Context: an optimization exercise on an open-source flow, tuned for small area. The choices shown serve that exercise and are no tape-out recipe. RTL that was checked went through simulation tests only; none was proved equivalent to the original. For runs 2 to 5, only the layout was checked, not whether the RTL still works. No activity file was given, so power comes from the tool's default toggle rates.

==> config.mk <==
export PLATFORM = sky130hd
export DESIGN_NAME = matrix_show_top
export DESIGN_NICKNAME = matrix_show_top
export VERILOG_FILES = /design/flow/design.v
export SDC_FILE = /design/flow/constraint.sdc
export NUM_CORES = 4
export LEC_CHECK = 0
export CAP_MARGIN = 20
export CORE_MARGIN = 2
export CORE_UTILIZATION = 75
export PLACE_DENSITY = 0.85
export SLEW_MARGIN = 20
==> constraint.sdc <==
create_clock -name core_clock -period 10.0 [get_ports {clk}]
set_input_delay 2.0000 -clock core_clock [delete_from_list [all_inputs] [get_ports {clk}]]
set_output_delay 2.0000 -clock core_clock [all_outputs]
set_load 0.01 [all_outputs]
==> design.v <==
package matrix_pkg;
    localparam int CLKS_PER_BIT = 16;
    localparam int MAX_DIM      = 5;
    localparam int SLOT_COUNT   = 5;
    localparam int SEED_COUNT   = 3;
    typedef logic [7:0] byte_t;
    typedef logic [7:0] elem_t;
    typedef logic [2:0] dim_t;
    typedef logic [2:0] slot_t;
    typedef logic [MAX_DIM*MAX_DIM*8-1:0] matrix_t;
    typedef enum logic [1:0] {
        MODE_IDLE,
        MODE_STORE,
        MODE_SHOW
    } mode_e;
    localparam matrix_t SEED_DATA_0 = 200'h04_03_02_01;
    localparam matrix_t SEED_DATA_1 = 200'h08_07_06_05;
    localparam matrix_t SEED_DATA_2 = 200'h09_08_07_06_05_04_03_02_01;
    localparam matrix_t SEED_DATA_3 = 200'h0;
    localparam matrix_t SEED_DATA_4 = 200'h0;
    localparam dim_t SEED_M_0 = 3'd2;
    localparam dim_t SEED_M_1 = 3'd2;
    localparam dim_t SEED_M_2 = 3'd3;
    localparam dim_t SEED_M_3 = 3'd0;
    localparam dim_t SEED_M_4 = 3'd0;
    localparam dim_t SEED_N_0 = 3'd2;
    localparam dim_t SEED_N_1 = 3'd2;
    localparam dim_t SEED_N_2 = 3'd3;
    localparam dim_t SEED_N_3 = 3'd0;
    localparam dim_t SEED_N_4 = 3'd0;
endpackage
module matrix_show_top (
    input  logic       clk,
    input  logic       rst_n,
    input  logic       btn,
    input  logic       uart_rx,
    input  logic [4:0] mode_sw,
    output logic       uart_tx
);
    localparam logic [3:0] RB_IDLE = 4'd14, RB_DONE = 4'd12, RB_START = 4'd15, RB_STOP = 4'd8;
    logic [3:0] rx_bit;
    logic [3:0] rx_cnt;
    logic [3:0] rx_lo;       
    logic       rx_hi_ok;    
    logic       rx_done;
    logic       rx_idle;
    logic       rx_end;
    assign rx_end  = (rx_cnt == 4'd15);
    assign rx_idle = (rx_bit[3:2] == 2'b11) && !rx_bit[0];
    assign rx_done = (rx_bit == RB_DONE);
    always_ff @(posedge clk or negedge rst_n) begin
        if (!rst_n) begin
            rx_bit  <= RB_IDLE;
        end else begin
            if (rx_idle) begin
                rx_bit <= uart_rx ? RB_IDLE : RB_START;
            end else if (rx_end) begin
                if (rx_bit == RB_STOP) begin
                    rx_bit <= uart_rx ? RB_DONE : RB_IDLE;
                end else if (rx_bit == RB_START && uart_rx) begin
                    rx_bit <= RB_IDLE;
                end else begin
                    rx_bit <= rx_bit + 4'd1;
                end
            end
        end
    end
    always_ff @(posedge clk) begin
        rx_cnt <= rx_idle ? 4'd8 : rx_cnt + 4'd1;
        if (rx_end && !rx_bit[3]) begin
            if (!rx_bit[2]) rx_lo <= {uart_rx, rx_lo[3:1]};
            rx_hi_ok <= !rx_bit[2] || (rx_hi_ok && (uart_rx ^ rx_bit[1]));
        end
    end
    localparam logic [1:0] MODE_IDLE = 2'd0, MODE_STORE = 2'd1, MODE_SHOW = 2'd2;
    localparam logic [1:0] DEC_M = 2'd0, DEC_N = 2'd1, DEC_ELEM = 2'd2;
    logic [1:0] mode;
    logic [1:0] dstate;
    logic [2:0] m_reg;        
    logic [2:0] n_reg;        
    logic       pend;         
    logic [4:0] idx;          
    logic [4:0] tgt;          
    logic [4:0] phase;        
    logic [1:0] fcnt;         
    logic       big3, big4;   
    logic       hf3, hf4;     
    logic       show_busy;
    logic [3:0] ring_a [25];
    logic [3:0] ring_b [25];
    logic       accept, dim_ok, digit_ok, acc_wr, wr_go, last, query;
    logic [4:0] frame_len;
    assign accept    = rx_done && !show_busy && !btn && (mode != MODE_IDLE);
    assign dim_ok    = rx_hi_ok && (rx_lo >= 4'd1) && (rx_lo <= 4'd5);
    assign digit_ok  = rx_hi_ok && (rx_lo <= 4'd9);
    assign frame_len = 5'd3 + 5'(m_reg) * 5'(n_reg);
    assign last      = (idx == frame_len - 5'd1);
    assign acc_wr    = accept && (mode == MODE_STORE) && ((dstate == DEC_ELEM) ? digit_ok : dim_ok);
    assign tgt       = (idx < 5'd3) ? {4'b1101, idx[1]} : idx;
    assign wr_go     = (acc_wr || pend) && (phase == tgt);
    assign query     = accept && (dstate == DEC_N) && dim_ok && (mode == MODE_SHOW);
    always_ff @(posedge clk or negedge rst_n) begin
        if (!rst_n) begin
            mode   <= MODE_IDLE;
            dstate <= DEC_M;
            pend   <= 1'b0;
            fcnt   <= 2'd0;
        end else begin
            pend <= (acc_wr || pend) && !wr_go;
            if (wr_go && last && fcnt != 2'd2) begin
                fcnt <= fcnt + 2'd1;
            end
            if (btn) begin
                dstate <= DEC_M;
                if (mode == MODE_IDLE) begin
                    case (mode_sw)
                        5'b00001: mode <= MODE_STORE;
                        5'b00100: mode <= MODE_SHOW;
                        default:  mode <= MODE_IDLE;
                    endcase
                end else begin
                    mode <= MODE_IDLE;
                end
            end else if (accept) begin
                case (dstate)
                    DEC_M:    if (dim_ok) dstate <= DEC_N;
                    DEC_N:    if (dim_ok) dstate <= (mode == MODE_SHOW) ? DEC_M : DEC_ELEM;
                    DEC_ELEM: if (digit_ok && last) dstate <= DEC_M;
                    default:  dstate <= DEC_M;
                endcase
            end
        end
    end
    always_ff @(posedge clk) begin
        if (accept && dim_ok && dstate == DEC_M) m_reg <= rx_lo[2:0];
        if (accept && dim_ok && dstate == DEC_N) n_reg <= rx_lo[2:0];
        if (wr_go && last && fcnt == 2'd0) big3 <= (idx == 5'd27);
        if (wr_go && last && fcnt == 2'd1) big4 <= (idx == 5'd27);
        if (!show_busy && phase == 5'd26) begin
            hf3 <= (ring_a[0][2:0] == m_reg) && (ring_a[1][2:0] == rx_lo[2:0]);
            hf4 <= (ring_b[0][2:0] == m_reg) && (ring_b[1][2:0] == rx_lo[2:0]);
        end
    end
    always_ff @(posedge clk or negedge rst_n) begin
        if (!rst_n) begin
            phase <= 5'd3;
        end else begin
            phase <= (phase >= 5'd27) ? 5'd3 : phase + 5'd1;
        end
    end
    always_ff @(posedge clk) begin
        for (int i = 0; i < 24; i++) begin
            ring_a[i] <= ring_a[i+1];
            ring_b[i] <= ring_b[i+1];
        end
        ring_a[24] <= (wr_go && fcnt == 2'd0) ? rx_lo : ring_a[0];
        ring_b[24] <= (wr_go && fcnt == 2'd1) ? rx_lo : ring_b[0];
    end
    logic [2:0] cursor;       
    logic [4:0] hit;
    logic [2:0] match_count;
    logic [2:0] sel;          
    always_comb begin
        hit[0] = (m_reg == 3'd2) && (n_reg == 3'd2);
        hit[1] = hit[0];
        hit[2] = (m_reg == 3'd3) && (n_reg == 3'd3);
        hit[3] = (fcnt != 2'd0) && (big3 ? (m_reg == 3'd5 && n_reg == 3'd5) : hf3);
        hit[4] = (fcnt == 2'd2) && (big4 ? (m_reg == 3'd5 && n_reg == 3'd5) : hf4);
        match_count = '0;
        sel         = '0;
        for (int i = 0; i < 5; i++) begin
            if (hit[i]) begin
                if (match_count == cursor) sel = 3'(i);
                match_count = match_count + 3'd1;
            end
        end
    end
    logic [3:0] tx_cnt;
    logic [3:0] tx_bit;
    logic [3:0] txb;         
    logic [3:0] tap;
    logic       tx_end;
    logic       bitval;
    assign tx_end = show_busy && (tx_cnt == 4'd15);
    always_comb begin
        case (sel)
            3'd3:    tap = ring_a[0];
            3'd4:    tap = ring_b[0];
            default: tap = {idx[3:1] + {~sel[0], ~sel[0], 1'b1}, idx[0]};
        endcase
        if (tx_bit[3])           bitval = 1'b1;
        else if (!tx_bit[2])     bitval = txb[tx_bit[1:0]];
        else                     bitval = 1'b0;
    end
    always_ff @(posedge clk) begin
        if (tx_bit[3]) begin
            case (idx)
                5'd0:    txb <= {1'b0, cursor + 3'd1};
                5'd1:    txb <= {1'b0, m_reg};
                5'd2:    txb <= {1'b0, n_reg};
                default: if (phase == tgt) txb <= tap;
            endcase
        end
    end
    always_ff @(posedge clk or negedge rst_n) begin
        if (!rst_n) begin
            uart_tx   <= 1'b1;
            show_busy <= 1'b0;
        end else if (query) begin
            show_busy <= 1'b1;
        end else if (show_busy && tx_bit == 4'd15 && match_count == '0) begin
            show_busy <= 1'b0;
        end else if (tx_end) begin
            if (tx_bit == 4'd15) begin
                if (cursor == match_count) begin
                    show_busy <= 1'b0;
                end else begin
                    uart_tx <= 1'b0;
                end
            end else if (tx_bit != 4'd9) begin
                uart_tx <= bitval;
            end
        end
    end
    always_ff @(posedge clk) begin
        if (query) begin
            tx_bit <= 4'd15;
            tx_cnt <= 4'd11;
            cursor <= '0;
        end else if (tx_end && tx_bit == 4'd9) begin
            tx_bit <= 4'd15;
            if (idx == frame_len) begin
                cursor <= cursor + 3'd1;
                tx_cnt <= (cursor + 3'd1 == match_count) ? 4'd14 : 4'd10;
            end else begin
                tx_cnt <= 4'd14;
            end
        end else begin
            tx_cnt <= tx_cnt + 4'd1;
            if (tx_end) tx_bit <= tx_bit + 4'd1;
        end
    end
    always_ff @(posedge clk) begin
        if (query || (tx_end && tx_bit == 4'd9 && idx == frame_len)) begin
            idx <= '0;
        end else if ((tx_end && tx_bit == 4'd15) || wr_go) begin
            idx <= idx + 5'd1;
        end else if (!show_busy && dstate == DEC_M && !pend) begin
            idx <= 5'd1;
        end
    end
endmodule
==> flow/run.sh <==
#!/bin/bash
# Layout flow: the standard flow (standard.sh) in two parts.
#  1. Synthesis as standard, except that ABC maps the logic with an area
#     script (flow/abc_area.script) and adders are left to ABC instead of
#     being mapped to ha/fa cells. Registers are mapped before ABC runs, so
#     they come out as in the standard synthesis.
#  2. The rest of the standard flow, with CTS dummy loads off, smaller
#     clock buffers and the smallest buffer on the ports.
# Each step's full output goes to a log file of its own in this folder.
set -euo pipefail
here=$(pwd)
rm -rf "$here/scripts_abc"
cp -r "$FLOW_HOME/scripts" "$here/scripts_abc"
cp "$here/flow/abc_area.script" "$here/scripts_abc/abc_area.script"

bash standard.sh synth \
  "SCRIPTS_DIR=$here/scripts_abc" "ABC_AREA=1" "ADDER_MAP_FILE=" > synth.log 2>&1

bash standard.sh finish \
  "CTS_ARGS=-sink_clustering_enable -repair_clock_nets -dont_use_dummy_load -buf_list sky130_fd_sc_hd__clkbuf_4 -sink_clustering_size 10 -sink_clustering_max_diameter 30" \
  "BUFFER_PORTS_ARGS=-buffer_cell sky130_fd_sc_hd__buf_1" > finish.log 2>&1
==> flow/abc_area.script <==
strash
ifraig
dc2
resub -K 8
rewrite -z
dc2
strash
dch -f
amap -m -F 4 -A 10
topo
==> standard.sh <==
#!/bin/bash
# synth_recipe.tcl (not shown) runs the flow's synth.tcl, then flattens the netlist and writes it again
# the make line also repeats each setting of config.mk as NAME=value (left out here)
make -C /OpenROAD-flow-scripts/flow DESIGN_CONFIG=/design/flow/config.mk WORK_HOME=/design/flow/orfs CLKGATE_MAP_FILE= SYNTH_SCRIPT=/design/flow/synth_recipe.tcl "${@:-finish}"
==> results of run 1 <==
[cell usage after synthesis, types with 2 or more instances]
| library cell | n | share of area, % |
|---|---|---|
| a2111oi_0 | 4 | 0.48 |
| a21oi_1 | 15 | 1.0 |
| a221oi_1 | 6 | 0.72 |
| a222oi_1 | 7 | 0.96 |
| a22oi_1 | 6 | 0.62 |
| a31oi_1 | 3 | 0.26 |
| and2_0 | 5 | 0.43 |
| and3_1 | 5 | 0.43 |
| clkinv_1 | 66 | 3.4 |
| dfrtp_1 | 12 | 4.1 |
| dfstp_2 | 6 | 2.2 |
| dfxtp_1 | 220 | 61 |
| edfxtp_1 | 19 | 7.8 |
| nand2_1 | 39 | 2.0 |
| nand3_1 | 8 | 0.55 |
| nor2_1 | 81 | 4.2 |
| nor2b_1 | 2 | 0.17 |
| nor3_1 | 27 | 1.9 |
| nor4_1 | 6 | 0.52 |
| o2111ai_1 | 3 | 0.36 |
| o211ai_1 | 3 | 0.31 |
| o21a_1 | 4 | 0.41 |
| o21ai_0 | 44 | 3.0 |
| o221ai_1 | 3 | 0.36 |
| o22a_1 | 2 | 0.24 |
| o22ai_1 | 19 | 1.6 |
| or4_1 | 2 | 0.21 |
[power by group through the flow]
stage | Combinational, W | Clock (W) | Sequential (W)
3_3_place_gp | 0.0000573 | 0 | 0.00110
3_5_place_dp | 0.0000740 | 0 | 0.00110
2_1_floorplan | 0.0000490 | 0 | 0.00109
6_report | 0.0000843 | 0.000477 | 0.00108
5_1_grt | 0.0000864 | 0.000521 | 0.00108
4_1_cts | 0.0000791 | 0.000484 | 0.00108
[through the flow]
step           std cells  total power (W)
4_1_cts              805          0.00164
5_1_grt              805          0.00169
6_report             805          0.00164
2_1_floorplan        628          0.00114
3_3_place_gp         768          0.00115
3_5_place_dp         768          0.00118
[cell type report]
class	count	area, um2
repair buffers	11	50.0
multi-input cells	305	1600
clock buffers	37	278
fillers	475	1560
flip-flops and latches	257	5430
inverters	66	248
well taps	129	161
[cell families after synthesis]
logic type,after synthesis,share of synthesized area (%)
flip-flops,257,74.7
AND/OR/NAND/NOR,180,10.8
AO/OA/AOI/OAI,125,11.1
buffers and inverters,66,3.41
[worst max-delay path, cell delays in order]
cell       delay [ns]
buf_1            0.17
nor2_1           0.16
o2111ai_1        0.18
nand2b_1         0.27
o21a_1           0.15
nor4_1           0.39
o21ai_0          0.33
nor3_1           0.53
clkinv_1         0.33
o21ai_0          0.36
[layer usage]
metal / up-vias / track usage (%)
met1: 2379 / 37.7
met4: 0 / 23.8
met3: 160 / 10.3
li1: 2260 / -
met2: 424 / 62.3
met5: - / 0
[how the worst max path moves through the flow]
stage / startpoint / end / slack [ns] / cells past startpoint
3_3_place_gp: m_reg[0] / txb[0] / 5.79 / 12
3_5_place_dp: btn / ring_b[24][3] / 5.28 / 10
6_report: btn / ring_b[24][3] / 5.62 / 10
5_1_grt: btn / ring_b[24][3] / 5.42 / 10
2_1_floorplan: btn / idx[4] / 6.25 / 13
4_1_cts: btn / ring_b[24][3] / 5.79 / 10
==> impl_metrics.ini, run 1 <==
[run_status]
status = no timing/DRC/antenna violations

[layout]
final_cell_mix = 220 x dfxtp_1, 81 x nor2_1, 66 x clkinv_1
fin_nets = 687
design_area_um2 = 7760
final_core_util_pct = 83.2
top_regs = ring_a (100), ring_b (100)
drive_gt1_share_pct = 6.80
final_common_cell = dfxtp_1
area_growth_pct = 6.74
antenna_cells = 0

[routing]
routed_via_density = 6.49
drt-met1-wl_um = 5840
wl_met3_um = 1790
dr_total_vias = 5223
dr_wl_met2_um = 8870
avgRoutedWirePerCell_um = 22.2
drt-total-wl_um = 17900
dr.pass1.iters = 7
drtIter0Drc = 535
ant_nets = 0
dr.max_layer_used = met4
drc_errors = 0

[global_routing]
grt_antenna_before_repair = 0
grt_overflow = 0
grt_pass1_wl_um = 27500
track_usage_pct = 35.9
first_global_vias = 5300
grt_max_degree = 19

[hold_path]
hp-class = reg -> reg
min_to = ring_a[22][2]
hold_depth = 0
worstHoldStart = ring_a[23][2]

[critical_path]
cp-end-kind = flop
worst_ep_arrival_time_ns = 4.86
reg2reg_to = txb[0]
crit_fanout = 6
critPathKind = in -> reg
r2r_cells = 12
r2r_slack_ns = 5.75
cp.required_ns = 10.48
r2r_start = m_reg[0]
startpoint_type = input pin

[place]
io_buffers = 9
post-dp-hpwl_um = 12100
placed_cell_area_um2 = 7490
routabilityCongestion = 0.886
post-place-ws_ns = 5.28

[sta]
max_slew_margin_pct = 36.1
achievable-frequency_ghz = 0.228
hold_viol_final = 0
drv_slew = 0
fin_worst_skew_ns = 0.0827
setup_viol = 0
worstMarginPinSlew_ns = 0.949
setup-tns-final_ns = 0
finalCritPeriodShare_pct = 43.8
grt_setup_unrepaired = false
final.min_clock_period_ns = 4.38
setup_ws_ns = 5.62
hold_slack_ns = 0.298

[cts]
cts-resized-gates = 0
cts_tree = done
clkSlewWorstSetupHoldPaths_ns = 0.10
insertion_delay_ns = 0.60
post-cts-setup-buffers = 0
clockBufferDepth = 3
postCtsHoldBufs = 0
root_buffer = clkbuf_4
clock_sinks = 257
cts_inserted_buffers = 37
cts_max_level = 2

[power_and_ir_drop]
intPower_w = 0.00126
irDropWorstVdd_uv = 209
p_clk_share_pct = 29.0
switching_share_pct = 23.7
combPwrFrac_pct = 5.1
seqPwrFrac_pct = 65.9
power.switching_w = 0.000390
power_leakage_nw = 2.96
pwr_density_cell_nw_per_um2 = 212

[synthesis]
yosys_register_bits = 257
yosysSeqAreaShare_pct = 74.7
ys.flop_type = dfxtp_1
synthesis.nets = 637
synth_cell_types = 38
netlist_area_um2 = 7270
synth_cells = 628
syn_avg_cell_area_um2 = 11.6
synth_warnings = 3
synthArstFlopShare_pct = 7.00
synth_enable_flop_cells = 19

[die]
io_pins = 10
die_y_um = 102
dieArea_um2 = 10500
core_area_um2 = 9330
rows = 35
die_w_um = 102
start_util_pct = 78.0

[run]
maxCapViolCount = 0
==> inputs of run 2 (changes only) <==
--- a/design.v
+++ b/design.v
@@ -72,10 +72,9 @@
             rx_hi_ok <= !rx_bit[2] || (rx_hi_ok && (uart_rx ^ rx_bit[1]));
         end
     end
-    localparam logic [1:0] MODE_IDLE = 2'd0, MODE_STORE = 2'd1, MODE_SHOW = 2'd2;
-    localparam logic [1:0] DEC_M = 2'd0, DEC_N = 2'd1, DEC_ELEM = 2'd2;
-    logic [1:0] mode;
-    logic [1:0] dstate;
+    localparam logic [2:0] D_IDLE = 3'b000, D_SH_M = 3'b010, D_ST_M = 3'b100, D_ST_E = 3'b110;
+    logic [2:0] dstate;
+    logic       st_m, st_n, st_e, store_mode, show_mode;
     logic [2:0] m_reg;        
     logic [2:0] n_reg;        
     logic       pend;         
@@ -90,19 +89,23 @@
     logic [3:0] ring_b [25];
     logic       accept, dim_ok, digit_ok, acc_wr, wr_go, last, query;
     logic [4:0] frame_len;
-    assign accept    = rx_done && !show_busy && !btn && (mode != MODE_IDLE);
+    assign store_mode = dstate[2];
+    assign show_mode  = (dstate[2:1] == 2'b01);
+    assign st_n       = dstate[0];
+    assign st_e       = dstate[2] && dstate[1];
+    assign st_m       = !dstate[0] && !st_e;
+    assign accept    = rx_done && !show_busy && !btn && (dstate[2:1] != 2'b00);
     assign dim_ok    = rx_hi_ok && (rx_lo >= 4'd1) && (rx_lo <= 4'd5);
     assign digit_ok  = rx_hi_ok && (rx_lo <= 4'd9);
     assign frame_len = 5'd3 + 5'(m_reg) * 5'(n_reg);
     assign last      = (idx == frame_len - 5'd1);
-    assign acc_wr    = accept && (mode == MODE_STORE) && ((dstate == DEC_ELEM) ? digit_ok : dim_ok);
+    assign acc_wr    = accept && store_mode && (st_e ? digit_ok : dim_ok);
     assign tgt       = (idx < 5'd3) ? {4'b1101, idx[1]} : idx;
     assign wr_go     = (acc_wr || pend) && (phase == tgt);
-    assign query     = accept && (dstate == DEC_N) && dim_ok && (mode == MODE_SHOW);
+    assign query     = accept && st_n && dim_ok && show_mode;
     always_ff @(posedge clk or negedge rst_n) begin
         if (!rst_n) begin
-            mode   <= MODE_IDLE;
-            dstate <= DEC_M;
+            dstate <= D_IDLE;
             pend   <= 1'b0;
             fcnt   <= 2'd0;
         end else begin
@@ -111,42 +114,36 @@
                 fcnt <= fcnt + 2'd1;
             end
             if (btn) begin
-                dstate <= DEC_M;
-                if (mode == MODE_IDLE) begin
+                if (dstate[2:1] == 2'b00) begin
                     case (mode_sw)
-                        5'b00001: mode <= MODE_STORE;
-                        5'b00100: mode <= MODE_SHOW;
-                        default:  mode <= MODE_IDLE;
+                        5'b00001: dstate <= D_ST_M;
+                        5'b00100: dstate <= D_SH_M;
+                        default:  dstate <= D_IDLE;
                     endcase
                 end else begin
-                    mode <= MODE_IDLE;
+                    dstate <= D_IDLE;
                 end
             end else if (accept) begin
-                case (dstate)
-                    DEC_M:    if (dim_ok) dstate <= DEC_N;
-                    DEC_N:    if (dim_ok) dstate <= (mode == MODE_SHOW) ? DEC_M : DEC_ELEM;
-                    DEC_ELEM: if (digit_ok && last) dstate <= DEC_M;
-                    default:  dstate <= DEC_M;
-                endcase
-            end
-        end
-    end
-    always_ff @(posedge clk) begin
-        if (accept && dim_ok && dstate == DEC_M) m_reg <= rx_lo[2:0];
-        if (accept && dim_ok && dstate == DEC_N) n_reg <= rx_lo[2:0];
+                if (st_e) begin
+                    if (digit_ok && last) dstate <= D_ST_M;
+                end else if (dim_ok) begin
+                    if (!st_n)          dstate <= dstate | 3'b001;
+                    else if (show_mode) dstate <= D_SH_M;
+                    else                dstate <= D_ST_E;
+                end
+            end
+        end
+    end
+    always_ff @(posedge clk) begin
+        if (accept && dim_ok && st_m) m_reg <= rx_lo[2:0];
+        if (accept && dim_ok && st_n) n_reg <= rx_lo[2:0];
         if (wr_go && last && fcnt == 2'd0) big3 <= (idx == 5'd27);
         if (wr_go && last && fcnt == 2'd1) big4 <= (idx == 5'd27);
         if (!show_busy && phase == 5'd26) begin
             hf3 <= (ring_a[0][2:0] == m_reg) && (ring_a[1][2:0] == rx_lo[2:0]);
             hf4 <= (ring_b[0][2:0] == m_reg) && (ring_b[1][2:0] == rx_lo[2:0]);
         end
-    end
-    always_ff @(posedge clk or negedge rst_n) begin
-        if (!rst_n) begin
-            phase <= 5'd3;
-        end else begin
-            phase <= (phase >= 5'd27) ? 5'd3 : phase + 5'd1;
-        end
+        phase <= (phase >= 5'd27) ? 5'd3 : phase + 5'd1;
     end
     always_ff @(posedge clk) begin
         for (int i = 0; i < 24; i++) begin
@@ -245,7 +242,7 @@
             idx <= '0;
         end else if ((tx_end && tx_bit == 4'd15) || wr_go) begin
             idx <= idx + 5'd1;
-        end else if (!show_busy && dstate == DEC_M && !pend) begin
+        end else if (!show_busy && st_m && !pend) begin
             idx <= 5'd1;
         end
     end
--- a/flow/run.sh
+++ b/flow/run.sh
@@ -17,5 +17,5 @@
   "SCRIPTS_DIR=$here/scripts_abc" "ABC_AREA=1" "ADDER_MAP_FILE=" > synth.log 2>&1
 
 bash standard.sh finish \
-  "CTS_ARGS=-sink_clustering_enable -repair_clock_nets -dont_use_dummy_load -buf_list sky130_fd_sc_hd__clkbuf_4 -sink_clustering_size 10 -sink_clustering_max_diameter 30" \
+  "CTS_ARGS=-sink_clustering_enable -repair_clock_nets -dont_use_dummy_load -buf_list sky130_fd_sc_hd__clkbuf_4 -sink_clustering_size 10 -sink_clustering_max_diameter 40" \
   "BUFFER_PORTS_ARGS=-buffer_cell sky130_fd_sc_hd__buf_1" > finish.log 2>&1
==> flow/abc_area.script (replaced) <==
strash
ifraig
dc2
strash
dch -f
amap -m -F 4 -A 10
topo
==> run 2 against run 1 <==
  * Power is 11% lower
  * Worst hold slack worse by 0.0037 ns
  * Maximum frequency is 3.8% lower
  * Largest power group unchanged
  * Critical endpoint is now big4
  * Synthesized cell count is 1.1% higher
  * Still clean on timing, DRC and antenna
  * Final cell count is 0.25% lower
==> impl_metrics.ini, run 2 <==
[critical_path]
cp-end-kind = flop
crit_path_cell_trace = buf_1, nor4_1, o221ai_1, nor2_1, o21ai_0, nor3_1, clkinv_1, nor2_1
slowest_stage = nor3_1
critPathKind = in -> reg
r2r_slack_ns = 5.61
r2r_cells = 11
reg2reg_to = big4
startpoint_type = input pin
slowest_delay_ns = 0.65
cp.required_ns = 10.34
worst_ep_arrival_time_ns = 4.90
cpMostUsedCell = nor2_1
r2r_start = idx[2]
crit_fanout = 7

[sta]
setup_viol = 0
fin_worst_skew_ns = 0.0755
setup_ws_ns = 5.45
setup-tns-final_ns = 0
achievable-frequency_ghz = 0.220
finalCritPeriodShare_pct = 45.5
hold_slack_ns = 0.294
max_slew_margin_pct = 34.8
worstMarginPinSlew_ns = 0.968
final.min_clock_period_ns = 4.55
hold_viol_final = 0
drv_slew = 0
grt_setup_unrepaired = false

[global_routing]
grt_pass1_wl_um = 26100
grt_max_degree = 17
track_usage_pct = 33.5
grt_overflow = 0
grt_antenna_before_repair = 0
first_global_vias = 5008

[layout]
fin_nets = 685
antenna_cells = 0
drive_gt1_share_pct = 5.04
top_regs = ring_a (100), ring_b (100)
area_growth_pct = 5.80
final_cell_mix = 225 x dfxtp_1, 86 x nor2_1, 74 x clkinv_1
final_common_cell = dfxtp_1

[synthesis]
synth.top_cell.area_share_pct = 62.1
synth_common_cells = 225 x dfxtp_1, 86 x nor2_1, 74 x clkinv_1
yosysMostFrequentCell = dfxtp_1
synth_enable_flop_cells = 19
synthesis.nets = 644
synth_area_leader_cell = dfxtp_1
synth_cells = 635
synthArstFlopShare_pct = 4.69
ys.flop_type = dfxtp_1
yosys_register_bits = 256
yosysSeqAreaShare_pct = 74.2
netlist_area_um2 = 7250
syn_avg_cell_area_um2 = 11.4
synth_warnings = 3
synth_cell_types = 42
yosys-top-cells-area = dfxtp_1 62%, edfxtp_1 7.9%, nor2_1 4.5%, clkinv_1 3.8%, o21ai_0 2.9%

[die]
io_pins = 10
die_y_um = 102
rows = 35
start_util_pct = 77.8
die_w_um = 102
core_area_um2 = 9330
dieArea_um2 = 10500

[run]
maxCapViolCount = 0

[routing]
dr.pass1.iters = 7
dr_total_vias = 5067
avgRoutedWirePerCell_um = 20.8
routed_via_density = 6.31
ant_nets = 0
drt-total-wl_um = 16700
drc_errors = 0
drtIter0Drc = 683

[cts]
cts_max_level = 1
postCtsHoldBufs = 0
cts-resized-gates = 0
root_buffer = clkbuf_4
post-cts-setup-buffers = 0
clockBufferDepth = 3
cts_inserted_buffers = 30
cts_tree = done
clkSlewWorstSetupHoldPaths_ns = 0.10
insertion_delay_ns = 0.65
clock_sinks = 256

[place]
post-place-ws_ns = 5.30
io_buffers = 9
routabilityCongestion = 0.885
post-dp-hpwl_um = 11800

[power_and_ir_drop]
power_leakage_nw = 2.90
pwr_density_cell_nw_per_um2 = 190
irDropWorstVdd_uv = 144

[hold_path]
hold_depth = 0
hp-class = reg -> reg
min_to = ring_b[4][2]
worstHoldStart = ring_b[5][2]

[run_status]
status = no timing/DRC/antenna violations
[run 2: worst max path at each step]
stage                     endpoint  cells past startpoint    from  slack, ns
after floorplan             idx[4]                     10     btn       6.05
after global placement      idx[4]                     11     btn       5.60
after detailed placement      big4                      8     btn       5.30
after CTS                     big4                      8     btn       5.85
after global routing          big4                     11  idx[2]       5.47
final                         big4                      8     btn       5.45
[run 2: report_power, final]
group	internal, W	switching [W]	leakage (nW)
combinational	0.00000160	0.00000405	0.615
sequential	0.00103	0.000000574	2.15
clock	0.000138	0.000287	0.138
[run 2: per-stage QoR]
stage | util, % | cells | area (um2) | power [W]
floorplan | - | 635 | 7250 | 0.00106
global placement | 79.9 | 773 | 7450 | 0.00106
detailed placement | 79.9 | 773 | 7450 | 0.00106
CTS | 82.3 | 803 | 7670 | 0.00147
global route | 82.3 | 803 | 7670 | 0.00151
finish | 82.3 | 803 | 7670 | 0.00146
[run 2: area by class of cell]
type                       instances  area, um2
sequential                       256       5380
timing repair buffer               9       33.8
tap                              129        161
multi-input combinational        305       1600
clock buffer                      30        225
fill                             486       1650
inverter                          74        278
[run 2: metal layers]
metal	GRT usage, %	vias to the layer above	wire length [um]
li1	-	2255	-
met1	39.4	2332	5930
met2	57.8	377	8270
met3	7.52	103	1550
met4	17.1	0	915
met5	0	-	0
[run 2: kinds of logic after synthesis]
family | synth area share, %
flip-flops | 74.2
AND/OR/NAND/NOR | 10.3
AO/OA/AOI/OAI | 11.6
buffers and inverters | 3.83
XOR/XNOR | 0.121
[run 2: worst max-delay path, delay by kind of cell]
kind | cells | cell delay, ns
simple gates | 4 | 1.69
compound gates | 2 | 0.68
buf+inv | 2 | 0.52
==> inputs of run 3 (changes only) <==
--- a/flow/run.sh
+++ b/flow/run.sh
@@ -17,5 +17,5 @@
   "SCRIPTS_DIR=$here/scripts_abc" "ABC_AREA=1" "ADDER_MAP_FILE=" > synth.log 2>&1
 
 bash standard.sh finish \
-  "CTS_ARGS=-sink_clustering_enable -repair_clock_nets -dont_use_dummy_load -buf_list sky130_fd_sc_hd__clkbuf_4 -sink_clustering_size 10 -sink_clustering_max_diameter 40" \
+  "CTS_ARGS=-sink_clustering_enable -repair_clock_nets -dont_use_dummy_load -buf_list sky130_fd_sc_hd__clkbuf_4 -sink_clustering_size 8 -sink_clustering_max_diameter 35" \
   "BUFFER_PORTS_ARGS=-buffer_cell sky130_fd_sc_hd__buf_1" > finish.log 2>&1
==> flow/abc_area.script (replaced) <==
strash
ifraig
dc2
resub -K 8
rewrite -z
dc2
strash
dch -f
amap -m -F 4 -A 10
topo
==> run 3 against run 2 <==
  * Critical endpoint is now idx[4]
  * Critical path depth rose by 4
  * Non-clock buffer count rose by 1
  * Critical path type is now reg -> reg
  * Global-route usage fell by 0.62 points
  * Count of clock-buffer cells in the layout rose by 9
  * Worst hold slack improved by 0.013 ns
  * Final area rose by 0.38%
  * Power rose by 12%
  * Area after synthesis fell by 0.66%
  * First-iteration DRC count rose by 0.73%
==> impl_metrics.ini, run 3 <==
[place]
post-dp-hpwl_um = 10900
placed_cell_area_um2 = 7410
routabilityCongestion = 0.934
io_buffers = 9

[routing]
drc_errors = 0
avgRoutedWirePerCell_um = 20.3
dr.pass1.iters = 9
dr_total_vias = 4998
drt-total-wl_um = 16200
routed_via_density = 6.26
drtIter0Drc = 688
ant_nets = 0

[synthesis]
synthesis.nets = 630
synth_common_cells = 225 x dfxtp_1, 76 x nor2_1, 65 x clkinv_1
synth_enable_flop_cells = 19
synthArstFlopShare_pct = 4.69
netlist_area_um2 = 7210
ys.flop_type = dfxtp_1
synth.top_cell.area_share_pct = 62.5
synth_cells = 621
syn_avg_cell_area_um2 = 11.6
synth_warnings = 3
yosysSeqAreaShare_pct = 74.7
yosysMostFrequentCell = dfxtp_1
yosys-top-cells-area = dfxtp_1 63%, edfxtp_1 7.9%, nor2_1 4.0%, o21ai_0 3.9%, clkinv_1 3.4%
synth_cell_types = 36
yosys_register_bits = 256
synth_area_leader_cell = dfxtp_1

[global_routing]
first_global_vias = 5005
track_usage_pct = 32.9
grt_max_degree = 13
grt_antenna_before_repair = 0
grt_pass1_wl_um = 25400
grt_overflow = 0

[critical_path]
cp.required_ns = 10.46
r2r_cells = 12
crit_fanout = 11
worst_ep_arrival_time_ns = 5.36
startpoint_type = flop
critPathKind = reg -> reg
cp-end-kind = flop

[cts]
cts_tree = done
cts_inserted_buffers = 39
insertion_delay_ns = 0.59
cts-resized-gates = 0
clockBufferDepth = 3
clkSlewWorstSetupHoldPaths_ns = 0.09
postCtsHoldBufs = 0
post-cts-setup-buffers = 0
root_buffer = clkbuf_4
cts_max_level = 2
clock_sinks = 256

[power_and_ir_drop]
power.switching_w = 0.000381
p_clk_share_pct = 29.4
intPower_w = 0.00126
irDropWorstVdd_uv = 192
switching_share_pct = 23.2
power_leakage_nw = 2.90
report.power.total_w = 0.00164
pwr_density_cell_nw_per_um2 = 213
seqPwrFrac_pct = 65.7
combPwrFrac_pct = 4.9

[hold_path]
hold_depth = 0
hp-class = reg -> reg

[sta]
drv_slew = 0
hold_slack_ns = 0.307
setup_viol = 0
max_slew_margin_pct = 25.6
worstMarginPinSlew_ns = 1.09
setup-tns-final_ns = 0
final.min_clock_period_ns = 4.89
grt_setup_unrepaired = false
hold_viol_final = 0
achievable-frequency_ghz = 0.204
fin_worst_skew_ns = 0.0706
finalCritPeriodShare_pct = 48.9

[layout]
final_core_util_pct = 83.0
fin_nets = 681
top_regs = ring_a (100), ring_b (100)
design_area_um2 = 7700
final_common_cell = dfxtp_1
final_cell_mix = 225 x dfxtp_1, 76 x nor2_1, 65 x clkinv_1
antenna_cells = 0
area_growth_pct = 6.89
drive_gt1_share_pct = 6.57

[die]
die_w_um = 102
rows = 35
start_util_pct = 77.6
core_area_um2 = 9280
die_y_um = 102
io_pins = 10
dieArea_um2 = 10400

[run]
maxCapViolCount = 0

[run_status]
status = no timing/DRC/antenna violations
run 3: cell types whose count changed in the layout (fill, tap and decap cells not counted), sizes merged, moves of 3 or more:
cell     before  now
o21ai        42   56
o22ai        25   14
nor2         86   76
nor3         26   16
clkbuf       30   39
clkinv       74   65
a2111oi       1    5
a21oi        14   18
and3          2    5
o2111ai       3    0
run 3: critical path, cell delays in order (launching register included):
cell and delay, ns:
dfxtp_1 0.43, clkinv_1 0.34, o21ai_0 0.54, clkinv_1 0.30
nor2_1 0.27, nor2_1 0.11, a2111oi_0 0.96, nand2b_1 0.29
o21ai_0 0.28, nand2_1 0.22, nor4_1 0.63, or2_0 0.27
a211oi_1 0.11
run 3: final timing paths:
check,endpoint,startpoint,slack [ns]
max,idx[4],idx[1],5.11
min,ring_a[18][1],ring_a[19][1],0.31
max reg2reg,idx[4],idx[1],5.11
min reg2reg,ring_a[18][1],ring_a[19][1],0.31
max in group asynchronous,show_busy,rst_n,7.97
min in group asynchronous,fcnt[0],rst_n,1.46
run 3: per-stage QoR:
step / setup slack, ns / std cells
floorplan: 6.23 / 621
global placement: 5.82 / 760
detailed placement: 5.40 / 760
CTS: 5.42 / 799
global route: 4.87 / 799
finish: 5.11 / 799
run 3: cells by family after synthesis:
group | count (synthesis) | synth area share [%]
flip-flops | 256 | 74.7
buffers and inverters | 65 | 3.39
AND/OR/NAND/NOR | 161 | 9.62
AO/OA/AOI/OAI | 139 | 12.3
run 3: area by class of cell:
class / instances / area, um2
flip-flops and latches: 256 / 5380
multi-input cells: 300 / 1580
fillers: 473 / 1580
clock buffers: 39 / 293
inverters: 65 / 244
well taps: 129 / 161
repair buffers: 10 / 41.3
run 3: metal layers:
metal / vias up / part of all wire [%] / GRT usage [%]
met5: - / 0 / 0
met4: 0 / 7.0 / 19.3
met2: 354 / 48 / 55.9
li1: 2249 / - / -
met1: 2269 / 36 / 38.2
met3: 126 / 9.3 / 7.66
run 3: power by group through the flow:
| stage | Clock [W] | Sequential (W) | Combinational (W) |
|---|---|---|---|
| 2_1_floorplan | 0 | 0.00109 | 0.0000499 |
| 3_3_place_gp | 0 | 0.00109 | 0.0000591 |
| 3_5_place_dp | 0 | 0.00110 | 0.0000748 |
| 4_1_cts | 0.000489 | 0.00108 | 0.0000782 |
| 5_1_grt | 0.000533 | 0.00108 | 0.0000872 |
| 6_report | 0.000483 | 0.00108 | 0.0000805 |
==> inputs of run 4 (changes only) <==
--- a/flow/run.sh
+++ b/flow/run.sh
@@ -17,5 +17,5 @@
   "SCRIPTS_DIR=$here/scripts_abc" "ABC_AREA=1" "ADDER_MAP_FILE=" > synth.log 2>&1
 
 bash standard.sh finish \
-  "CTS_ARGS=-sink_clustering_enable -repair_clock_nets -dont_use_dummy_load -buf_list sky130_fd_sc_hd__clkbuf_4 -sink_clustering_size 8 -sink_clustering_max_diameter 35" \
+  "CTS_ARGS=-sink_clustering_enable -repair_clock_nets -dont_use_dummy_load -buf_list sky130_fd_sc_hd__clkbuf_8 -sink_clustering_size 16 -sink_clustering_max_diameter 50" \
   "BUFFER_PORTS_ARGS=-buffer_cell sky130_fd_sc_hd__buf_1" > finish.log 2>&1
==> run 4 against run 3 <==
  * Still clean on timing, DRC and antenna
  * Register-to-register slack better by 0.20 ns
  * Utilization fell by 0.18 points
  * Sequential share of layout area up 0.15 points
  * Die area unchanged
  * Global-route usage down 1.2 points
  * Non-clock buffer count unchanged
  * Worst setup slack improved by 0.20 ns
  * Combinational power grew 1%
  * Final area decreased by 0.21%
  * Worst hold slack improved by 0.0039 ns
  * Critical path depth unchanged
  * Critical path type unchanged
==> impl_metrics.ini, run 4 <==
[run_status]
status = no timing/DRC/antenna violations

[synthesis]
synth_common_cells = 225 x dfxtp_1, 76 x nor2_1, 65 x clkinv_1
synthesis.nets = 630
yosysSeqAreaShare_pct = 74.7
yosysMostFrequentCell = dfxtp_1
ys.flop_type = dfxtp_1
yosys-top-cells-area = dfxtp_1 63%, edfxtp_1 7.9%, nor2_1 4.0%, o21ai_0 3.9%, clkinv_1 3.4%
netlist_area_um2 = 7210
synth_area_leader_cell = dfxtp_1
syn_avg_cell_area_um2 = 11.6
yosys_register_bits = 256
synth_enable_flop_cells = 19
synth_warnings = 3
synthArstFlopShare_pct = 4.69
synth.top_cell.area_share_pct = 62.5
synth_cell_types = 36
synth_cells = 621

[run]
maxCapViolCount = 0

[critical_path]
crit_end = idx[3]
crit_cells = 12
r2r_slack_ns = 5.31
r2r_start = idx[1]
cp.required_ns = 10.41
critPathKind = reg -> reg
slowest_delay_ns = 0.76
r2r_cells = 12
cpMostUsedCell = o21ai_0
crit_path_cell_trace = clkinv_1, o21ai_0, a21oi_1, a31oi_1, o221ai_1, a2111oi_1, nand2b_1, o21ai_0, nand2_1, nor4_1, or2_0, nor3_1
path_delay_family = compound AO/OA/AOI/OAI gates
crit_start = idx[1]
worst_ep_arrival_time_ns = 5.10
cp-end-kind = flop
reg2reg_to = idx[3]
startpoint_type = flop
slowest_stage = a2111oi_1
crit_fanout = 11
cp_num_buf_inv = 1

[layout]
antenna_cells = 0
final_common_cell = dfxtp_1
final_cell_mix = 225 x dfxtp_1, 76 x nor2_1, 65 x clkinv_1
area_growth_pct = 6.67
drive_gt1_share_pct = 3.84
instances_no_fill = 780
fillers = 488
fin_nets = 662
top_regs = ring_a (100), ring_b (100)

[cts]
cts_max_level = 1
cts_tree = done
cts_inserted_buffers = 20
clock_sinks = 256
root_buffer = clkbuf_8
clockBufferDepth = 3
post-cts-setup-buffers = 0
insertion_delay_ns = 0.53
clkSlewWorstSetupHoldPaths_ns = 0.10
postCtsHoldBufs = 0
cts-resized-gates = 0

[power_and_ir_drop]
pwr_density_cell_nw_per_um2 = 212
seqPwrFrac_pct = 66.0
intPower_w = 0.00126
switching_share_pct = 22.7
power.switching_w = 0.000370
irDropWorstVdd_uv = 207
power_leakage_nw = 2.87
combPwrFrac_pct = 5.0
p_clk_share_pct = 28.9

[die]
io_pins = 10
dieArea_um2 = 10400
rows = 35
start_util_pct = 77.6
die_y_um = 102
core_area_um2 = 9280
die_w_um = 102

[sta]
fin_worst_skew_ns = 0.0843
finalCritPeriodShare_pct = 46.9
achievable-frequency_ghz = 0.213
final.min_clock_period_ns = 4.69
worstMarginPinSlew_ns = 0.991
drv_slew = 0
max_slew_margin_pct = 33.4
setup-tns-final_ns = 0
grt_setup_unrepaired = false
hold_viol_final = 0
setup_viol = 0

[global_routing]
grt_antenna_before_repair = 0
grt_max_degree = 17
grt-busiest-layer = met2
grt_overflow = 0
first_global_vias = 4747
grtUsageMet2_pct = 53.4
grt_use_met1_pct = 37.3
grt_use_met3_pct = 6.98
track_usage_pct = 31.6
grt_pass1_wl_um = 24700

[hold_path]
hp-class = reg -> reg

[place]
post-dp-hpwl_um = 10900
dp_cells = 760
routabilityCongestion = 0.934
io_buffers = 9

[routing]
drtIter0Drc = 796
drt-total-wl_um = 15900
dr.pass1.iters = 7
ant_nets = 0
routed_via_density = 6.33
avgRoutedWirePerCell_um = 20.4
drc_errors = 0
dr_total_vias = 4938
-- run 4: metrics by stage --
| stage | util, % | cell area (um2) | setup WS, ns | power [W] | hold WS [ns] |
|---|---|---|---|---|---|
| detailed placement | 79.8 | 7410 | 5.40 | 0.00117 | 0.312 |
| global placement | 79.8 | 7410 | 5.82 | 0.00115 | 0.310 |
| CTS | 82.8 | 7680 | 5.46 | 0.00163 | 0.304 |
| floorplan | - | 7210 | 6.23 | 0.00114 | 0.310 |
| finish | 82.8 | 7690 | 5.31 | 0.00163 | 0.311 |
| global route | 82.8 | 7690 | 5.18 | 0.00167 | 0.316 |
-- run 4: logic make-up after synthesis --
logic type             Yosys count  share of synthesized area, %
DFF                            256                          74.7
and+or+nand+nor                161                          9.62
AOI/OAI and AO/OA              139                          12.3
buffers and inverters           65                          3.39
-- run 4: layer usage --
metal,vias up,wire length (um)
met2,349,7560
li1,2198,-
met5,-,0
met4,0,1130
met1,2266,5710
met3,125,1540
-- run 4: power groups by stage --
| stage | registers [W] | logic, W | clock network [W] |
|---|---|---|---|
| after global routing | 0.00108 | 0.0000885 | 0.000508 |
| final | 0.00108 | 0.0000817 | 0.000471 |
| after detailed placement | 0.00110 | 0.0000748 | 0 |
| after floorplan | 0.00109 | 0.0000499 | 0 |
| after global placement | 0.00109 | 0.0000591 | 0 |
| after CTS | 0.00107 | 0.0000789 | 0.000474 |
-- run 4: cell type report --
class,instances,area (um2),area share [%]
sequential,256,5380,70.0
timing repair buffer,10,41.3,0.537
tap,129,161,2.10
inverter,65,244,3.17
clock buffer,20,275,3.58
multi-input combinational,300,1580,20.6
-- run 4: worst min-delay path by stage --
| stage | from | endpoint | slack [ns] | cells past startpoint |
|---|---|---|---|---|
| final | ring_b[24][2] | ring_b[23][2] | 0.31 | 0 |
| after global routing | ring_b[11][1] | ring_b[10][1] | 0.32 | 0 |
| after detailed placement | ring_a[1][3] | ring_a[0][3] | 0.31 | 0 |
| after global placement | ring_b[16][2] | ring_b[15][2] | 0.31 | 0 |
| after floorplan | ring_a[1][3] | ring_a[0][3] | 0.31 | 0 |
| after CTS | ring_b[24][2] | ring_b[23][2] | 0.30 | 0 |
==> inputs of run 5 (changes only) <==
--- a/flow/run.sh
+++ b/flow/run.sh
@@ -17,5 +17,5 @@
   "SCRIPTS_DIR=$here/scripts_abc" "ABC_AREA=1" "ADDER_MAP_FILE=" > synth.log 2>&1
 
 bash standard.sh finish \
-  "CTS_ARGS=-sink_clustering_enable -repair_clock_nets -dont_use_dummy_load -buf_list sky130_fd_sc_hd__clkbuf_8 -sink_clustering_size 16 -sink_clustering_max_diameter 50" \
+  "CTS_ARGS=-sink_clustering_enable -repair_clock_nets -dont_use_dummy_load -buf_list sky130_fd_sc_hd__clkbuf_4 -sink_clustering_size 10 -sink_clustering_max_diameter 30" \
   "BUFFER_PORTS_ARGS=-buffer_cell sky130_fd_sc_hd__buf_1" > finish.log 2>&1
==> run 5 against run 4 <==
  * Non-clock buffer count did not move
  * Final area fell by 0.18%
  * Sequential share of layout area is 0.13 points higher
  * Worst setup slack gained 0.21 ns
  * Highest routed layer unchanged
  * Register-to-register slack improved by 0.21 ns
  * Count of clock-buffer cells in the layout rose by 15
  * Sequential power about the same
  * Still clean on timing, DRC and antenna
  * Power is 1.5% lower
  * Clock skew is 0.0094 ns higher
  * Critical endpoint is now big4
==> impl_metrics.ini, run 5 <==
[run_status]
status = no timing/DRC/antenna violations

[sta]
grt_setup_unrepaired = false
max_slew_margin_pct = 31.0
hold_viol_final = 0
fin_worst_skew_ns = 0.0937
setup_viol = 0
finalCritPeriodShare_pct = 44.8
setup_ws_ns = 5.52
drv_slew = 0
worstMarginPinSlew_ns = 1.01
final.min_clock_period_ns = 4.48
achievable-frequency_ghz = 0.223
setup-tns-final_ns = 0

[die]
die_w_um = 102
start_util_pct = 77.6
rows = 35
dieArea_um2 = 10400
io_pins = 10
die_y_um = 102
core_area_um2 = 9280

[global_routing]
track_usage_pct = 30.4
first_global_vias = 4753
grt_max_degree = 13
grt_overflow = 0
grt_pass1_wl_um = 23700
grt_antenna_before_repair = 0

[critical_path]
crit_fanout = 8
slowest_stage = a2111oi_0
startpoint_type = flop
crit_path_cell_trace = clkinv_1, nor2_1, clkinv_1, o21ai_0, nor2_1, a21oi_1, nand2_1, o21ai_0, clkinv_1, nand2_1, o41ai_1, nand2_1, o21ai_0, a2111oi_0, clkinv_1, or2_0, nor3_1
cp-end-kind = flop
critPathKind = reg -> reg
cp.required_ns = 10.28
slowest_delay_ns = 0.93
worst_ep_arrival_time_ns = 4.76
cpMostUsedCell = clkinv_1

[routing]
dr.pass1.iters = 9
drc_errors = 0
routed_via_density = 6.10
drtIter0Drc = 678
drt-total-wl_um = 15100
ant_nets = 0
avgRoutedWirePerCell_um = 19.0
dr_total_vias = 4852

[synthesis]
yosys_register_bits = 256
yosysSeqAreaShare_pct = 74.7
synth_common_cells = 225 x dfxtp_1, 76 x nor2_1, 65 x clkinv_1
synthesis.nets = 630
netlist_area_um2 = 7210
ys.flop_type = dfxtp_1
synth_enable_flop_cells = 19
synth_area_leader_cell = dfxtp_1
yosys-top-cells-area = dfxtp_1 63%, edfxtp_1 7.9%, nor2_1 4.0%, o21ai_0 3.9%, clkinv_1 3.4%
synth_cells = 621
synth_warnings = 3
synth_cell_types = 36
syn_avg_cell_area_um2 = 11.6
synthArstFlopShare_pct = 4.69
yosysMostFrequentCell = dfxtp_1
synth.top_cell.area_share_pct = 62.5

[cts]
cts-resized-gates = 0
post-cts-setup-buffers = 0
cts_tree = done
cts_inserted_buffers = 35
clockBufferDepth = 3
insertion_delay_ns = 0.59
clkSlewWorstSetupHoldPaths_ns = 0.10
postCtsHoldBufs = 0
root_buffer = clkbuf_4
clock_sinks = 256
cts_max_level = 2

[layout]
seq_area_um2 = 5380
top_regs = ring_a (100), ring_b (100)
multi_input_area_um2 = 1580
fillers = 489
drive_gt1_share_pct = 6.01
antenna_cells = 0
area_growth_pct = 6.48
final_common_cell = dfxtp_1
final_cell_mix = 225 x dfxtp_1, 76 x nor2_1, 65 x clkinv_1
fin_nets = 677

[run]
maxCapViolCount = 0

[power_and_ir_drop]
pwr_density_cell_nw_per_um2 = 209
irDropWorstVdd_uv = 198
power_leakage_nw = 2.88

[place]
post-place-ws_ns = 5.40
routabilityCongestion = 0.934
io_buffers = 9
post-dp-hpwl_um = 10900

[hold_path]
hp-class = reg -> reg
run 5: cell counts after synthesis:
Identical to the previous run, type by type.
run 5: area by class of cell:
cell class                 instances  area share [%]
tap                              129            2.10
timing repair buffer              10           0.538
clock buffer                      35            3.42
sequential                       256            70.1
multi-input combinational        300            20.6
inverter                          65            3.18
run 5: report_power, final:
| part | internal, W | leakage [nW] | switching (W) |
|---|---|---|---|
| Sequential | 0.00106 | 2.14 | 0.0000208 |
| Clock | 0.000162 | 0.161 | 0.000288 |
| Combinational | 0.0000238 | 0.580 | 0.0000547 |
| Total | 0.00124 | 2.88 | 0.000363 |
run 5: cell families after synthesis:
logic type      count (synthesis)  synth area share (%)
buf+inv                        65                  3.39
compound gates                139                  12.3
flops                         256                  74.7
simple gates                  161                  9.62
run 5: per-stage QoR:
stage	std cells	hold slack, ns	total power, W	area, um2	util [%]
2_1_floorplan	621	0.310	0.00114	7210	-
6_report	795	0.301	0.00160	7670	82.6
4_1_cts	795	0.296	0.00161	7670	82.6
3_5_place_dp	760	0.312	0.00117	7410	79.8
3_3_place_gp	760	0.310	0.00115	7410	79.8
5_1_grt	795	0.289	0.00166	7670	82.6
run 5: routing by layer:
layer / part of all wire [%] / routed length (um) / global-route usage [%]
met1: 37 / 5610 / 36.4
met2: 49 / 7370 / 50.8
met3: 9.5 / 1430 / 7.11
met4: 4.5 / 684 / 16.9
met5: 0 / 0 / 0
run 5: path summary, 6_finish.rpt:
| check | start | slack [ns] | cells after the start | endpoint |
|---|---|---|---|---|
| setup / recovery | m_reg[0] | 5.52 | 17 | big4 |
| max in group asynchronous | rst_n | 7.97 | 1 | show_busy |
| setup reg to reg | m_reg[0] | 5.52 | 17 | big4 |
| hold / removal | ring_a[5][0] | 0.30 | 0 | ring_a[4][0] |
| min in group asynchronous | rst_n | 1.46 | 1 | async pin |
| hold reg to reg | ring_a[5][0] | 0.30 | 0 | ring_a[4][0] |
run 5: critical path: cells and delay by family (launching register included):
family | cells | cell delay, ns
compound gates | 6 | 1.82
simple gates | 7 | 1.23
buf+inv | 4 | 0.77
flops | 1 | 0.37

-- re-timing with driven ports --
No port has a modelled driver above. Below, the same layouts with a new extraction and two added sets of constraints. Step 1, drivers: a clkbuf_16 drives clk and a buf_2 each remaining input, both assumed. Step 2, shift: input delay + t, output delay - t, t = (earliest + latest rising clock arrival at the registers) / 2. This alone moves slack from input paths to output paths. a / b / c = no drivers / after step 1 / after step 2; a / b = the first two.
run | shift t [ns] | setup slack, ns | latest minus earliest clock arrival (ns) | worst register clock-pin slew, ns | cell pins on the clock port's net
run 1 | 0.592 | 5.621 / 5.613 / 5.021 | 0.083 / 0.083 | 0.11 / 0.11 | 1
run 2 | 0.636 | 5.447 / 5.449 / 4.813 | 0.094 / 0.094 | 0.12 / 0.12 | 1
run 3 | 0.578 | 5.108 / 5.108 / 5.096 | 0.077 / 0.078 | 0.09 / 0.09 | 1
run 4 | 0.514 | 5.306 / 5.306 / 5.199 | 0.084 / 0.084 | 0.11 / 0.11 | 1
run 5 | 0.569 | 5.518 / 5.518 / 5.340 | 0.094 / 0.094 | 0.11 / 0.11 | 1
After both steps setup and hold are still met in every run listed. For run 2, which loses most, drivers alone change the setup slack by +0.002 ns; drivers and shift together by -0.634 ns.
